This design comes from an exercise in tuning for small area on the open sky130 flow, not from production work.
At most, simulation tests tie the RTL to the original design; equivalence was not proved.

==> inputs of 04-28 <==
## stream_convolver
module stream_convolver (
    input  logic           clk_i,
    input  logic           rst_ni,
    input  logic           en_i,
    input  logic [15:0]    data_i,
    input  logic [5:0]     stride_i,
    input  logic [13:0]    matrix_size_i,
    input  logic [143:0]   weights_i,
    output logic [31:0]    conv_o,
    output logic           valid_conv_o,
    output logic           end_conv_o
);
make LEC_CHECK=0 CAP_MARGIN=20 CORE_MARGIN=2 CORE_UTILIZATION=40 SLEW_MARGIN=20 finish   # period 10.0 ns
run.sh (not shown) runs the stock make flow with config.mk's settings and CLKGATE_MAP_FILE= SYNTH_SCRIPT=/design/flow/synth_recipe.tcl, a recipe that flattens the netlist after the stock synthesis.
==> 07-09: changes against 04-28 <==
--- a/flow/design.v
+++ b/flow/design.v
@@ -8129,18 +8129,18 @@
     assign w_c3943 = (w_c3877 & w_s3878) | (w_c3877 & w_s3808) | (w_s3878 & w_s3808);
     assign w_s3944 = w_c3879 ^ w_s3880 ^ w_s3812;
     assign w_c3945 = (w_c3879 & w_s3880) | (w_c3879 & w_s3812) | (w_s3880 & w_s3812);
     assign w_s3946 = w_c3881 ^ w_s3882 ^ w_s3816;
     assign w_c3947 = (w_c3881 & w_s3882) | (w_c3881 & w_s3816) | (w_s3882 & w_s3816);
     assign w_s3948 = w_c3883 ^ w_s3884 ^ w_s3820;
     assign w_c3949 = (w_c3883 & w_s3884) | (w_c3883 & w_s3820) | (w_s3884 & w_s3820);
-    logic [31:0] w_ra, w_rb, w_sum;
+    logic [31:0] w_ra, w_rb;
     assign w_ra = {w_c3947, w_c3945, w_c3943, w_c3941, w_c3939, w_c3937, w_c3935, w_c3933, w_c3931, w_c3929, w_c3927, w_c3925, w_c3923, w_c3921, w_c3919, w_c3917, w_c3915, w_c3913, w_c3911, w_c3909, w_c3907, w_c3905, w_c3903, w_c3901, w_c3899, w_c3897, w_c3895, w_c3893, w_c3891, w_c3889, w_c3887, w_s3886};
     assign w_rb = {w_s3948, w_s3946, w_s3944, w_s3942, w_s3940, w_s3938, w_s3936, w_s3934, w_s3932, w_s3930, w_s3928, w_s3926, w_s3924, w_s3922, w_s3920, w_s3918, w_s3916, w_s3914, w_s3912, w_s3910, w_s3908, w_s3906, w_s3904, w_s3902, w_s3900, w_s3898, w_s3896, w_s3894, w_s3892, w_s3890, w_s3888, w_neg8_0};
-    assign w_sum = w_ra + w_rb;
-    logic [31:0] r_res;
+    logic [31:0] r_ra, r_rb;
     always_ff @(posedge clk_i) begin
-        r_res <= w_sum;
+        r_ra <= w_ra;
+        r_rb <= w_rb;
     end
-    assign conv_o = r_res;
+    assign conv_o = r_ra + r_rb;
 endmodule
 `default_nettype wire
==> flow/flow/run.sh (new file) <==
#!/bin/bash
# Standard ORFS layout (the standard.sh) with these changes:
#  - Yosys's generic pre-mapping ABC pass is skipped (SYNTH_ARGS=-noabc), so
#    extract_fa finds the design's full adders in their written polarity;
#  - the buffers ABC inserted are removed at floorplan (repair_design adds
#    back what slew and capacitance need);
#  - the port buffers are the smallest buffer cell;
#  - clock tree: smaller clock buffers, no dummy loads.
set -euo pipefail
bash standard.sh \
  SYNTH_ARGS=-noabc \
  REMOVE_ABC_BUFFERS=1 \
  "BUFFER_PORTS_ARGS=-buffer_cell sky130_fd_sc_hd__buf_1" \
  "CTS_ARGS=-sink_clustering_enable -repair_clock_nets -dont_use_dummy_load -sink_clustering_size 20 -sink_clustering_max_diameter 60 -buf_list {sky130_fd_sc_hd__clkbuf_8 sky130_fd_sc_hd__clkbuf_16}" \
  finish > flow_make.log 2>&1
==> flow/standard.sh (new file) <==
#!/bin/bash
# synth_recipe.tcl (not shown) runs the flow's synth.tcl, then flattens the netlist and writes it again
# the make line also repeats each setting of config.mk as NAME=value (left out here)
make -C /OpenROAD-flow-scripts/flow DESIGN_CONFIG=/design/flow/config.mk WORK_HOME=/design/flow/orfs CLKGATE_MAP_FILE= SYNTH_SCRIPT=/design/flow/synth_recipe.tcl "${@:-finish}"
- ABC_AREA: unset -> 1
- CAP_MARGIN: 20 -> 10
- GPL_TIMING_DRIVEN: unset -> 0
- SLEW_MARGIN: 20 -> 10
removed: flow/run.sh
==> 11-13: changes against 04-28 <==
--- a/flow/design.v
+++ b/flow/design.v
@@ -8129,18 +8129,18 @@
     assign w_c3943 = (w_c3877 & w_s3878) | (w_c3877 & w_s3808) | (w_s3878 & w_s3808);
     assign w_s3944 = w_c3879 ^ w_s3880 ^ w_s3812;
     assign w_c3945 = (w_c3879 & w_s3880) | (w_c3879 & w_s3812) | (w_s3880 & w_s3812);
     assign w_s3946 = w_c3881 ^ w_s3882 ^ w_s3816;
     assign w_c3947 = (w_c3881 & w_s3882) | (w_c3881 & w_s3816) | (w_s3882 & w_s3816);
     assign w_s3948 = w_c3883 ^ w_s3884 ^ w_s3820;
     assign w_c3949 = (w_c3883 & w_s3884) | (w_c3883 & w_s3820) | (w_s3884 & w_s3820);
-    logic [31:0] w_ra, w_rb, w_sum;
+    logic [31:0] w_ra, w_rb;
     assign w_ra = {w_c3947, w_c3945, w_c3943, w_c3941, w_c3939, w_c3937, w_c3935, w_c3933, w_c3931, w_c3929, w_c3927, w_c3925, w_c3923, w_c3921, w_c3919, w_c3917, w_c3915, w_c3913, w_c3911, w_c3909, w_c3907, w_c3905, w_c3903, w_c3901, w_c3899, w_c3897, w_c3895, w_c3893, w_c3891, w_c3889, w_c3887, w_s3886};
     assign w_rb = {w_s3948, w_s3946, w_s3944, w_s3942, w_s3940, w_s3938, w_s3936, w_s3934, w_s3932, w_s3930, w_s3928, w_s3926, w_s3924, w_s3922, w_s3920, w_s3918, w_s3916, w_s3914, w_s3912, w_s3910, w_s3908, w_s3906, w_s3904, w_s3902, w_s3900, w_s3898, w_s3896, w_s3894, w_s3892, w_s3890, w_s3888, w_neg8_0};
-    assign w_sum = w_ra + w_rb;
-    logic [31:0] r_res;
+    logic [31:0] r_ra, r_rb;
     always_ff @(posedge clk_i) begin
-        r_res <= w_sum;
+        r_ra <= w_ra;
+        r_rb <= w_rb;
     end
-    assign conv_o = r_res;
+    assign conv_o = r_ra + r_rb;
 endmodule
 `default_nettype wire
==> flow/flow/run.sh (new file) <==
#!/bin/bash
# Standard ORFS layout (the standard.sh) with these changes:
#  - Yosys's generic pre-mapping ABC pass is skipped (SYNTH_ARGS=-noabc), so
#    extract_fa finds the design's full adders in their written polarity;
#  - the buffers ABC inserted are removed at floorplan (repair_design adds
#    back what slew and capacitance need);
#  - the port buffers are the smallest buffer cell;
#  - clock tree: smaller clock buffers, no dummy loads.
set -euo pipefail
bash standard.sh \
  SYNTH_ARGS=-noabc \
  REMOVE_ABC_BUFFERS=1 \
  "BUFFER_PORTS_ARGS=-buffer_cell sky130_fd_sc_hd__buf_1" \
  "CTS_ARGS=-sink_clustering_enable -repair_clock_nets -dont_use_dummy_load -buf_list {sky130_fd_sc_hd__clkbuf_4 sky130_fd_sc_hd__clkbuf_8}" \
  finish > flow_make.log 2>&1
==> flow/standard.sh (new file) <==
#!/bin/bash
# synth_recipe.tcl (not shown) runs the flow's synth.tcl, then flattens the netlist and writes it again
# the make line also repeats each setting of config.mk as NAME=value (left out here)
make -C /OpenROAD-flow-scripts/flow DESIGN_CONFIG=/design/flow/config.mk WORK_HOME=/design/flow/orfs CLKGATE_MAP_FILE= SYNTH_SCRIPT=/design/flow/synth_recipe.tcl "${@:-finish}"
- ABC_AREA: unset -> 1
- GPL_TIMING_DRIVEN: unset -> 0
removed: flow/run.sh
==> 03-04: changes against 04-28 <==
--- a/flow/design.v
+++ b/flow/design.v
@@ -8129,18 +8129,18 @@
     assign w_c3943 = (w_c3877 & w_s3878) | (w_c3877 & w_s3808) | (w_s3878 & w_s3808);
     assign w_s3944 = w_c3879 ^ w_s3880 ^ w_s3812;
     assign w_c3945 = (w_c3879 & w_s3880) | (w_c3879 & w_s3812) | (w_s3880 & w_s3812);
     assign w_s3946 = w_c3881 ^ w_s3882 ^ w_s3816;
     assign w_c3947 = (w_c3881 & w_s3882) | (w_c3881 & w_s3816) | (w_s3882 & w_s3816);
     assign w_s3948 = w_c3883 ^ w_s3884 ^ w_s3820;
     assign w_c3949 = (w_c3883 & w_s3884) | (w_c3883 & w_s3820) | (w_s3884 & w_s3820);
-    logic [31:0] w_ra, w_rb, w_sum;
+    logic [31:0] w_ra, w_rb;
     assign w_ra = {w_c3947, w_c3945, w_c3943, w_c3941, w_c3939, w_c3937, w_c3935, w_c3933, w_c3931, w_c3929, w_c3927, w_c3925, w_c3923, w_c3921, w_c3919, w_c3917, w_c3915, w_c3913, w_c3911, w_c3909, w_c3907, w_c3905, w_c3903, w_c3901, w_c3899, w_c3897, w_c3895, w_c3893, w_c3891, w_c3889, w_c3887, w_s3886};
     assign w_rb = {w_s3948, w_s3946, w_s3944, w_s3942, w_s3940, w_s3938, w_s3936, w_s3934, w_s3932, w_s3930, w_s3928, w_s3926, w_s3924, w_s3922, w_s3920, w_s3918, w_s3916, w_s3914, w_s3912, w_s3910, w_s3908, w_s3906, w_s3904, w_s3902, w_s3900, w_s3898, w_s3896, w_s3894, w_s3892, w_s3890, w_s3888, w_neg8_0};
-    assign w_sum = w_ra + w_rb;
-    logic [31:0] r_res;
+    logic [31:0] r_ra, r_rb;
     always_ff @(posedge clk_i) begin
-        r_res <= w_sum;
+        r_ra <= w_ra;
+        r_rb <= w_rb;
     end
-    assign conv_o = r_res;
+    assign conv_o = r_ra + r_rb;
 endmodule
 `default_nettype wire
==> flow/flow/run.sh (new file) <==
#!/bin/bash
# Standard ORFS layout (the standard.sh) with these changes:
#  - Yosys's generic pre-mapping ABC pass is skipped (SYNTH_ARGS=-noabc), so
#    extract_fa finds the design's full adders in their written polarity;
#  - the buffers ABC inserted are removed at floorplan (repair_design adds
#    back what slew and capacitance need);
#  - the port buffers are the smallest buffer cell;
#  - clock tree: smaller clock buffers, no dummy loads.
set -euo pipefail
bash standard.sh \
  SYNTH_ARGS=-noabc \
  REMOVE_ABC_BUFFERS=1 \
  "BUFFER_PORTS_ARGS=-buffer_cell sky130_fd_sc_hd__buf_1" \
  "CTS_ARGS=-sink_clustering_enable -repair_clock_nets -dont_use_dummy_load -buf_list {sky130_fd_sc_hd__clkbuf_4 sky130_fd_sc_hd__clkbuf_8}" \
  finish > flow_make.log 2>&1
==> flow/standard.sh (new file) <==
#!/bin/bash
# synth_recipe.tcl (not shown) runs the flow's synth.tcl, then flattens the netlist and writes it again
# the make line also repeats each setting of config.mk as NAME=value (left out here)
make -C /OpenROAD-flow-scripts/flow DESIGN_CONFIG=/design/flow/config.mk WORK_HOME=/design/flow/orfs CLKGATE_MAP_FILE= SYNTH_SCRIPT=/design/flow/synth_recipe.tcl "${@:-finish}"
- ABC_AREA: unset -> 1
- CORE_UTILIZATION: 40 -> 65
- GPL_TIMING_DRIVEN: unset -> 0
removed: flow/run.sh
==> qor summary <==
	03-04	07-09	11-13	04-28
Gates resized, CTS repair	0	0	0	81
Mux cell area share after synthesis	0.503%	0.503%	0.503%	1.70%
DP Area	73,700 um2	74,400 um2	75,100 um2	104,000 um2
Result of the run	complete, no violations	complete, no violations	complete, no violations	complete, no violations
Inverters, non-clock	555	555	555	1,246
Slowest-stage cell, CP	edfxtp_1	edfxtp_1	fa_1	fa_1
Crit path setup slack, layout	1.18 ns	1.01 ns	1.23 ns	0.166 ns
Share of flip-flops with an asynchronous set or reset	4.25%	4.25%	4.25%	4.48%
Number of DRC violations after detailed-routing iteration 0	10,126	7,640	8,047	13,101
Floorplan core area	109,000 um2	178,000 um2	178,000 um2	227,000 um2
Clock buffer count in the final layout	103	69	114	88
Utilization of the core after routing	69.1%	42.8%	43.1%	47.4%
Slew at the pin with the worst max-slew slack	1.18 ns	1.35 ns	1.19 ns	1.14 ns
Fin cells	7,696	8,576	8,657	14,687
Final critical-path required period	8.82 ns	8.99 ns	8.77 ns	9.83 ns
Total die area	113,000 um2	182,000 um2	182,000 um2	233,000 um2

* * *

==> lagoon: inputs <==
Another version of the RTL of stream_convolver (not shown whole).
==> flow/design.v (excerpt) <==
module stream_convolver (
    input  logic           clk_i,
    input  logic           rst_ni,
    input  logic           en_i,
    input  logic [15:0]    data_i,
    input  logic [5:0]     stride_i,
    input  logic [13:0]    matrix_size_i,
    input  logic [143:0]   weights_i,
    output logic [31:0]    conv_o,
    output logic           valid_conv_o,
    output logic           end_conv_o
);
==> flow/config.mk <==
export PLATFORM = sky130hd
export DESIGN_NAME = stream_convolver
export DESIGN_NICKNAME = stream_convolver
export VERILOG_FILES = /design/flow/design.v
export SDC_FILE = /design/flow/constraint.sdc
export NUM_CORES = 4
export LEC_CHECK = 0
export ABC_AREA = 1
export CAP_MARGIN = 15
export CORE_MARGIN = 2
export CORE_UTILIZATION = 65
export GPL_TIMING_DRIVEN = 0
export SLEW_MARGIN = 15
==> flow/constraint.sdc <==
create_clock -name core_clock -period 10.0 [get_ports {clk_i}]
set_input_delay 2.0000 -clock core_clock [delete_from_list [all_inputs] [get_ports {clk_i}]]
set_output_delay 2.0000 -clock core_clock [all_outputs]
set_load 0.01 [all_outputs]
standard.sh (not shown) runs the stock make flow with config.mk's settings and CLKGATE_MAP_FILE= SYNTH_SCRIPT=/design/flow/synth_recipe.tcl, a recipe that flattens the netlist after the stock synthesis.
==> flow/flow/run.sh <==
#!/bin/bash
# Standard ORFS layout (the standard.sh) with these changes:
#  - Yosys's generic pre-mapping ABC pass is skipped (SYNTH_ARGS=-noabc), so
#    extract_fa finds the design's full adders in their written polarity;
#  - the buffers ABC inserted are removed at floorplan (repair_design adds
#    back what slew and capacitance need);
#  - the port buffers are the smallest buffer cell;
#  - clock tree: smaller clock buffers, no dummy loads.
set -euo pipefail
bash standard.sh \
  SYNTH_ARGS=-noabc \
  REMOVE_ABC_BUFFERS=1 \
  "BUFFER_PORTS_ARGS=-buffer_cell sky130_fd_sc_hd__buf_1" \
  "CTS_ARGS=-sink_clustering_enable -repair_clock_nets -dont_use_dummy_load -buf_list {sky130_fd_sc_hd__clkbuf_4}" \
  finish > flow_make.log 2>&1
==> ember (differences from lagoon) <==
--- a/flow/design.v
+++ b/flow/design.v
@@ -8316,20 +8316,20 @@
     assign w_b0c8 = (r_ra[8] & r_rb[8]) | (w_b0c7 & (r_ra[8] ^ r_rb[8]));
     logic w_b0s9, w_b0c9;
     assign w_b0s9 = r_ra[9] ^ r_rb[9] ^ w_b0c8;
     assign w_b0c9 = (r_ra[9] & r_rb[9]) | (w_b0c8 & (r_ra[9] ^ r_rb[9]));
     logic w_b0s10, w_b0c10;
     assign w_b0s10 = r_ra[10] ^ r_rb[10] ^ w_b0c9;
     assign w_b0c10 = (r_ra[10] & r_rb[10]) | (w_b0c9 & (r_ra[10] ^ r_rb[10]));
-    logic w_b1s11, w_b1c11;
-    assign w_b1s11 = r_ra[11] ^ r_rb[11];
-    assign w_b1c11 = r_ra[11] & r_rb[11];
+    logic w_b0s11, w_b0c11;
+    assign w_b0s11 = r_ra[11] ^ r_rb[11] ^ w_b0c10;
+    assign w_b0c11 = (r_ra[11] & r_rb[11]) | (w_b0c10 & (r_ra[11] ^ r_rb[11]));
     logic w_b1s12, w_b1c12;
-    assign w_b1s12 = r_ra[12] ^ r_rb[12] ^ w_b1c11;
-    assign w_b1c12 = (r_ra[12] & r_rb[12]) | (w_b1c11 & (r_ra[12] ^ r_rb[12]));
+    assign w_b1s12 = r_ra[12] ^ r_rb[12];
+    assign w_b1c12 = r_ra[12] & r_rb[12];
     logic w_b1s13, w_b1c13;
     assign w_b1s13 = r_ra[13] ^ r_rb[13] ^ w_b1c12;
     assign w_b1c13 = (r_ra[13] & r_rb[13]) | (w_b1c12 & (r_ra[13] ^ r_rb[13]));
     logic w_b1s14, w_b1c14;
     assign w_b1s14 = r_ra[14] ^ r_rb[14] ^ w_b1c13;
     assign w_b1c14 = (r_ra[14] & r_rb[14]) | (w_b1c13 & (r_ra[14] ^ r_rb[14]));
     logic w_b1s15, w_b1c15;
@@ -8349,18 +8349,16 @@
     assign w_b1c19 = (r_ra[19] & r_rb[19]) | (w_b1c18 & (r_ra[19] ^ r_rb[19]));
     logic w_b1s20, w_b1c20;
     assign w_b1s20 = r_ra[20] ^ r_rb[20] ^ w_b1c19;
     assign w_b1c20 = (r_ra[20] & r_rb[20]) | (w_b1c19 & (r_ra[20] ^ r_rb[20]));
     logic w_b1s21, w_b1c21;
     assign w_b1s21 = r_ra[21] ^ r_rb[21] ^ w_b1c20;
     assign w_b1c21 = (r_ra[21] & r_rb[21]) | (w_b1c20 & (r_ra[21] ^ r_rb[21]));
-    logic w_b1t12;
-    assign w_b1t12 = w_b1s11 & w_b1s12;
     logic w_b1t13;
-    assign w_b1t13 = w_b1t12 & w_b1s13;
+    assign w_b1t13 = w_b1s12 & w_b1s13;
     logic w_b1t14;
     assign w_b1t14 = w_b1t13 & w_b1s14;
     logic w_b1t15;
     assign w_b1t15 = w_b1t14 & w_b1s15;
     logic w_b1t16;
     assign w_b1t16 = w_b1t15 & w_b1s16;
     logic w_b1t17;
@@ -8370,15 +8368,15 @@
     logic w_b1t19;
     assign w_b1t19 = w_b1t18 & w_b1s19;
     logic w_b1t20;
     assign w_b1t20 = w_b1t19 & w_b1s20;
     logic w_b1t21;
     assign w_b1t21 = w_b1t20 & w_b1s21;
     logic w_blkc1;
-    assign w_blkc1 = w_b1c21 | (w_b0c10 & w_b1t21);
+    assign w_blkc1 = w_b1c21 | (w_b0c11 & w_b1t21);
     logic w_b2s22, w_b2c22;
     assign w_b2s22 = r_ra[22] ^ r_rb[22];
     assign w_b2c22 = r_ra[22] & r_rb[22];
     logic w_b2s23, w_b2c23;
     assign w_b2s23 = r_ra[23] ^ r_rb[23] ^ w_b2c22;
     assign w_b2c23 = (r_ra[23] & r_rb[23]) | (w_b2c22 & (r_ra[23] ^ r_rb[23]));
     logic w_b2s24, w_b2c24;
@@ -8428,25 +8426,25 @@
     assign conv_o[4] = w_b0s4;
     assign conv_o[5] = w_b0s5;
     assign conv_o[6] = w_b0s6;
     assign conv_o[7] = w_b0s7;
     assign conv_o[8] = w_b0s8;
     assign conv_o[9] = w_b0s9;
     assign conv_o[10] = w_b0s10;
-    assign conv_o[11] = (w_b1s11 ^ w_b0c10);
-    assign conv_o[12] = (w_b1s12 ^ (w_b0c10 & w_b1s11));
-    assign conv_o[13] = (w_b1s13 ^ (w_b0c10 & w_b1t12));
-    assign conv_o[14] = (w_b1s14 ^ (w_b0c10 & w_b1t13));
-    assign conv_o[15] = (w_b1s15 ^ (w_b0c10 & w_b1t14));
-    assign conv_o[16] = (w_b1s16 ^ (w_b0c10 & w_b1t15));
-    assign conv_o[17] = (w_b1s17 ^ (w_b0c10 & w_b1t16));
-    assign conv_o[18] = (w_b1s18 ^ (w_b0c10 & w_b1t17));
-    assign conv_o[19] = (w_b1s19 ^ (w_b0c10 & w_b1t18));
-    assign conv_o[20] = (w_b1s20 ^ (w_b0c10 & w_b1t19));
-    assign conv_o[21] = (w_b1s21 ^ (w_b0c10 & w_b1t20));
+    assign conv_o[11] = w_b0s11;
+    assign conv_o[12] = (w_b1s12 ^ w_b0c11);
+    assign conv_o[13] = (w_b1s13 ^ (w_b0c11 & w_b1s12));
+    assign conv_o[14] = (w_b1s14 ^ (w_b0c11 & w_b1t13));
+    assign conv_o[15] = (w_b1s15 ^ (w_b0c11 & w_b1t14));
+    assign conv_o[16] = (w_b1s16 ^ (w_b0c11 & w_b1t15));
+    assign conv_o[17] = (w_b1s17 ^ (w_b0c11 & w_b1t16));
+    assign conv_o[18] = (w_b1s18 ^ (w_b0c11 & w_b1t17));
+    assign conv_o[19] = (w_b1s19 ^ (w_b0c11 & w_b1t18));
+    assign conv_o[20] = (w_b1s20 ^ (w_b0c11 & w_b1t19));
+    assign conv_o[21] = (w_b1s21 ^ (w_b0c11 & w_b1t20));
     assign conv_o[22] = (w_b2s22 ^ w_blkc1);
     assign conv_o[23] = (w_b2s23 ^ (w_blkc1 & w_b2s22));
     assign conv_o[24] = (w_b2s24 ^ (w_blkc1 & w_b2t23));
     assign conv_o[25] = (w_b2s25 ^ (w_blkc1 & w_b2t24));
     assign conv_o[26] = (w_b2s26 ^ (w_blkc1 & w_b2t25));
     assign conv_o[27] = (w_b2s27 ^ (w_blkc1 & w_b2t26));
     assign conv_o[28] = (w_b2s28 ^ (w_blkc1 & w_b2t27));
--- a/flow/flow/run.sh
+++ b/flow/flow/run.sh
@@ -7,9 +7,9 @@
 #  - the port buffers are the smallest buffer cell;
 #  - clock tree: smaller clock buffers, no dummy loads.
 set -euo pipefail
 bash standard.sh \
   SYNTH_ARGS=-noabc \
   REMOVE_ABC_BUFFERS=1 \
   "BUFFER_PORTS_ARGS=-buffer_cell sky130_fd_sc_hd__buf_1" \
-  "CTS_ARGS=-sink_clustering_enable -repair_clock_nets -dont_use_dummy_load -buf_list {sky130_fd_sc_hd__clkbuf_4}" \
+  "CTS_ARGS=-sink_clustering_enable -repair_clock_nets -dont_use_dummy_load -sink_buffer_max_cap_derate 0.1 -buf_list {sky130_fd_sc_hd__clkbuf_4 sky130_fd_sc_hd__clkbuf_8}" \
   finish > flow_make.log 2>&1
==> garnet (differences from lagoon) <==
--- a/flow/design.v
+++ b/flow/design.v
@@ -8316,20 +8316,20 @@
     assign w_b0c8 = (r_ra[8] & r_rb[8]) | (w_b0c7 & (r_ra[8] ^ r_rb[8]));
     logic w_b0s9, w_b0c9;
     assign w_b0s9 = r_ra[9] ^ r_rb[9] ^ w_b0c8;
     assign w_b0c9 = (r_ra[9] & r_rb[9]) | (w_b0c8 & (r_ra[9] ^ r_rb[9]));
     logic w_b0s10, w_b0c10;
     assign w_b0s10 = r_ra[10] ^ r_rb[10] ^ w_b0c9;
     assign w_b0c10 = (r_ra[10] & r_rb[10]) | (w_b0c9 & (r_ra[10] ^ r_rb[10]));
-    logic w_b1s11, w_b1c11;
-    assign w_b1s11 = r_ra[11] ^ r_rb[11];
-    assign w_b1c11 = r_ra[11] & r_rb[11];
+    logic w_b0s11, w_b0c11;
+    assign w_b0s11 = r_ra[11] ^ r_rb[11] ^ w_b0c10;
+    assign w_b0c11 = (r_ra[11] & r_rb[11]) | (w_b0c10 & (r_ra[11] ^ r_rb[11]));
     logic w_b1s12, w_b1c12;
-    assign w_b1s12 = r_ra[12] ^ r_rb[12] ^ w_b1c11;
-    assign w_b1c12 = (r_ra[12] & r_rb[12]) | (w_b1c11 & (r_ra[12] ^ r_rb[12]));
+    assign w_b1s12 = r_ra[12] ^ r_rb[12];
+    assign w_b1c12 = r_ra[12] & r_rb[12];
     logic w_b1s13, w_b1c13;
     assign w_b1s13 = r_ra[13] ^ r_rb[13] ^ w_b1c12;
     assign w_b1c13 = (r_ra[13] & r_rb[13]) | (w_b1c12 & (r_ra[13] ^ r_rb[13]));
     logic w_b1s14, w_b1c14;
     assign w_b1s14 = r_ra[14] ^ r_rb[14] ^ w_b1c13;
     assign w_b1c14 = (r_ra[14] & r_rb[14]) | (w_b1c13 & (r_ra[14] ^ r_rb[14]));
     logic w_b1s15, w_b1c15;
@@ -8349,18 +8349,16 @@
     assign w_b1c19 = (r_ra[19] & r_rb[19]) | (w_b1c18 & (r_ra[19] ^ r_rb[19]));
     logic w_b1s20, w_b1c20;
     assign w_b1s20 = r_ra[20] ^ r_rb[20] ^ w_b1c19;
     assign w_b1c20 = (r_ra[20] & r_rb[20]) | (w_b1c19 & (r_ra[20] ^ r_rb[20]));
     logic w_b1s21, w_b1c21;
     assign w_b1s21 = r_ra[21] ^ r_rb[21] ^ w_b1c20;
     assign w_b1c21 = (r_ra[21] & r_rb[21]) | (w_b1c20 & (r_ra[21] ^ r_rb[21]));
-    logic w_b1t12;
-    assign w_b1t12 = w_b1s11 & w_b1s12;
     logic w_b1t13;
-    assign w_b1t13 = w_b1t12 & w_b1s13;
+    assign w_b1t13 = w_b1s12 & w_b1s13;
     logic w_b1t14;
     assign w_b1t14 = w_b1t13 & w_b1s14;
     logic w_b1t15;
     assign w_b1t15 = w_b1t14 & w_b1s15;
     logic w_b1t16;
     assign w_b1t16 = w_b1t15 & w_b1s16;
     logic w_b1t17;
@@ -8370,15 +8368,15 @@
     logic w_b1t19;
     assign w_b1t19 = w_b1t18 & w_b1s19;
     logic w_b1t20;
     assign w_b1t20 = w_b1t19 & w_b1s20;
     logic w_b1t21;
     assign w_b1t21 = w_b1t20 & w_b1s21;
     logic w_blkc1;
-    assign w_blkc1 = w_b1c21 | (w_b0c10 & w_b1t21);
+    assign w_blkc1 = w_b1c21 | (w_b0c11 & w_b1t21);
     logic w_b2s22, w_b2c22;
     assign w_b2s22 = r_ra[22] ^ r_rb[22];
     assign w_b2c22 = r_ra[22] & r_rb[22];
     logic w_b2s23, w_b2c23;
     assign w_b2s23 = r_ra[23] ^ r_rb[23] ^ w_b2c22;
     assign w_b2c23 = (r_ra[23] & r_rb[23]) | (w_b2c22 & (r_ra[23] ^ r_rb[23]));
     logic w_b2s24, w_b2c24;
@@ -8428,25 +8426,25 @@
     assign conv_o[4] = w_b0s4;
     assign conv_o[5] = w_b0s5;
     assign conv_o[6] = w_b0s6;
     assign conv_o[7] = w_b0s7;
     assign conv_o[8] = w_b0s8;
     assign conv_o[9] = w_b0s9;
     assign conv_o[10] = w_b0s10;
-    assign conv_o[11] = (w_b1s11 ^ w_b0c10);
-    assign conv_o[12] = (w_b1s12 ^ (w_b0c10 & w_b1s11));
-    assign conv_o[13] = (w_b1s13 ^ (w_b0c10 & w_b1t12));
-    assign conv_o[14] = (w_b1s14 ^ (w_b0c10 & w_b1t13));
-    assign conv_o[15] = (w_b1s15 ^ (w_b0c10 & w_b1t14));
-    assign conv_o[16] = (w_b1s16 ^ (w_b0c10 & w_b1t15));
-    assign conv_o[17] = (w_b1s17 ^ (w_b0c10 & w_b1t16));
-    assign conv_o[18] = (w_b1s18 ^ (w_b0c10 & w_b1t17));
-    assign conv_o[19] = (w_b1s19 ^ (w_b0c10 & w_b1t18));
-    assign conv_o[20] = (w_b1s20 ^ (w_b0c10 & w_b1t19));
-    assign conv_o[21] = (w_b1s21 ^ (w_b0c10 & w_b1t20));
+    assign conv_o[11] = w_b0s11;
+    assign conv_o[12] = (w_b1s12 ^ w_b0c11);
+    assign conv_o[13] = (w_b1s13 ^ (w_b0c11 & w_b1s12));
+    assign conv_o[14] = (w_b1s14 ^ (w_b0c11 & w_b1t13));
+    assign conv_o[15] = (w_b1s15 ^ (w_b0c11 & w_b1t14));
+    assign conv_o[16] = (w_b1s16 ^ (w_b0c11 & w_b1t15));
+    assign conv_o[17] = (w_b1s17 ^ (w_b0c11 & w_b1t16));
+    assign conv_o[18] = (w_b1s18 ^ (w_b0c11 & w_b1t17));
+    assign conv_o[19] = (w_b1s19 ^ (w_b0c11 & w_b1t18));
+    assign conv_o[20] = (w_b1s20 ^ (w_b0c11 & w_b1t19));
+    assign conv_o[21] = (w_b1s21 ^ (w_b0c11 & w_b1t20));
     assign conv_o[22] = (w_b2s22 ^ w_blkc1);
     assign conv_o[23] = (w_b2s23 ^ (w_blkc1 & w_b2s22));
     assign conv_o[24] = (w_b2s24 ^ (w_blkc1 & w_b2t23));
     assign conv_o[25] = (w_b2s25 ^ (w_blkc1 & w_b2t24));
     assign conv_o[26] = (w_b2s26 ^ (w_blkc1 & w_b2t25));
     assign conv_o[27] = (w_b2s27 ^ (w_blkc1 & w_b2t26));
     assign conv_o[28] = (w_b2s28 ^ (w_blkc1 & w_b2t27));
Settings changed: CAP_MARGIN 15 to 20, CORE_UTILIZATION 65 to 80, SLEW_MARGIN 15 to 20.
==> comparison table <==
| metric | lagoon | ember | garnet |
|---|---|---|---|
| R2r worst-path depth | 14 | 15 | - |
| CP endpoint | conv_o[23] | conv_o[23] | - |
| Mean instance size in the synthesized netlist | 11.8 um2 | 11.6 um2 | 11.6 um2 |
| Fraction of area in multi-input gates | 0.662 | 0.655 | - |
| Placed standard-cell area | 0.0731 mm2 | 0.0719 mm2 | 0.0716 mm2 |
| Width of the chip | 336 um | 333 um | 300 um |
| Wl on met1 | 94,100 um | 92,900 um | - |
| Placeable core region | 0.109 mm2 | 0.107 mm2 | - |
| Detailed-routed wire length on met3 | 43,200 um | 43,900 um | - |
| Launching element of the worst setup path | r_ra[0] | r_ra[0] | - |
| Shortest period the worst path allows | 9290 ps | 9430 ps | - |
| Fin util | 0.683 | 0.687 | - |
| Status | finished clean | finished clean | stopped before the end |
| Failing step | - | - | global routing (5_1_grt) |
| Reg2Reg Setup Slack | 1630 ps | 1570 ps | - |
| Worst-case clock skew | 125 ps | 167 ps | - |
| N_diodes | 5 | 2 | - |
| Slew at the pin closest to its max-slew limit | 1290 ps | 1310 ps | - |
The RTL of lagoon was laid out without a check of its function.

port drivers added, routing unchanged:
No port has a modelled driver above. Below, the same layouts with a new extraction and two added sets of constraints.
Step 1 (the two cells are an assumption about what drives the block):
set clk [get_ports {clk_i}]
set_driving_cell -lib_cell sky130_fd_sc_hd__clkbuf_16 $clk
set_driving_cell -lib_cell sky130_fd_sc_hd__buf_2 [delete_from_list [all_inputs] $clk]
Step 2, shift: input delay + t, output delay - t, t = (earliest + latest rising clock arrival at the registers) / 2. This alone moves slack from input paths to output paths.
Three values: ideal ports, drivers, drivers and shift; two values: the first two.
run	t (ns)	setup WS [ns]	worst setup path after step 2	clock arrival spread, ns	worst data-port slew with drivers (ns)
04-28	0.841	0.166 / 0.223 / -0.617	input to register	0.118 / 0.119	0.07
07-09	0.791	1.009 / 1.009 / 0.446	input to register	0.102 / 0.101	0.11
11-13	0.927	1.230 / 1.230 / 0.549	input to register	0.096 / 0.096	0.13
03-04	0.822	1.177 / 1.177 / 0.433	input to register	0.112 / 0.112	0.07
lagoon	1.149	0.710 / 0.628 / 0.853	input to register	0.125 / 0.125	0.08
ember	1.079	0.572 / 0.485 / 0.928	input to register	0.168 / 0.169	0.13
Met with ideal ports but missed after step 2: setup timing in 04-28. The setup slack of 04-28, which loses most, moves by +0.057 ns with the drivers and by -0.783 ns with both steps.
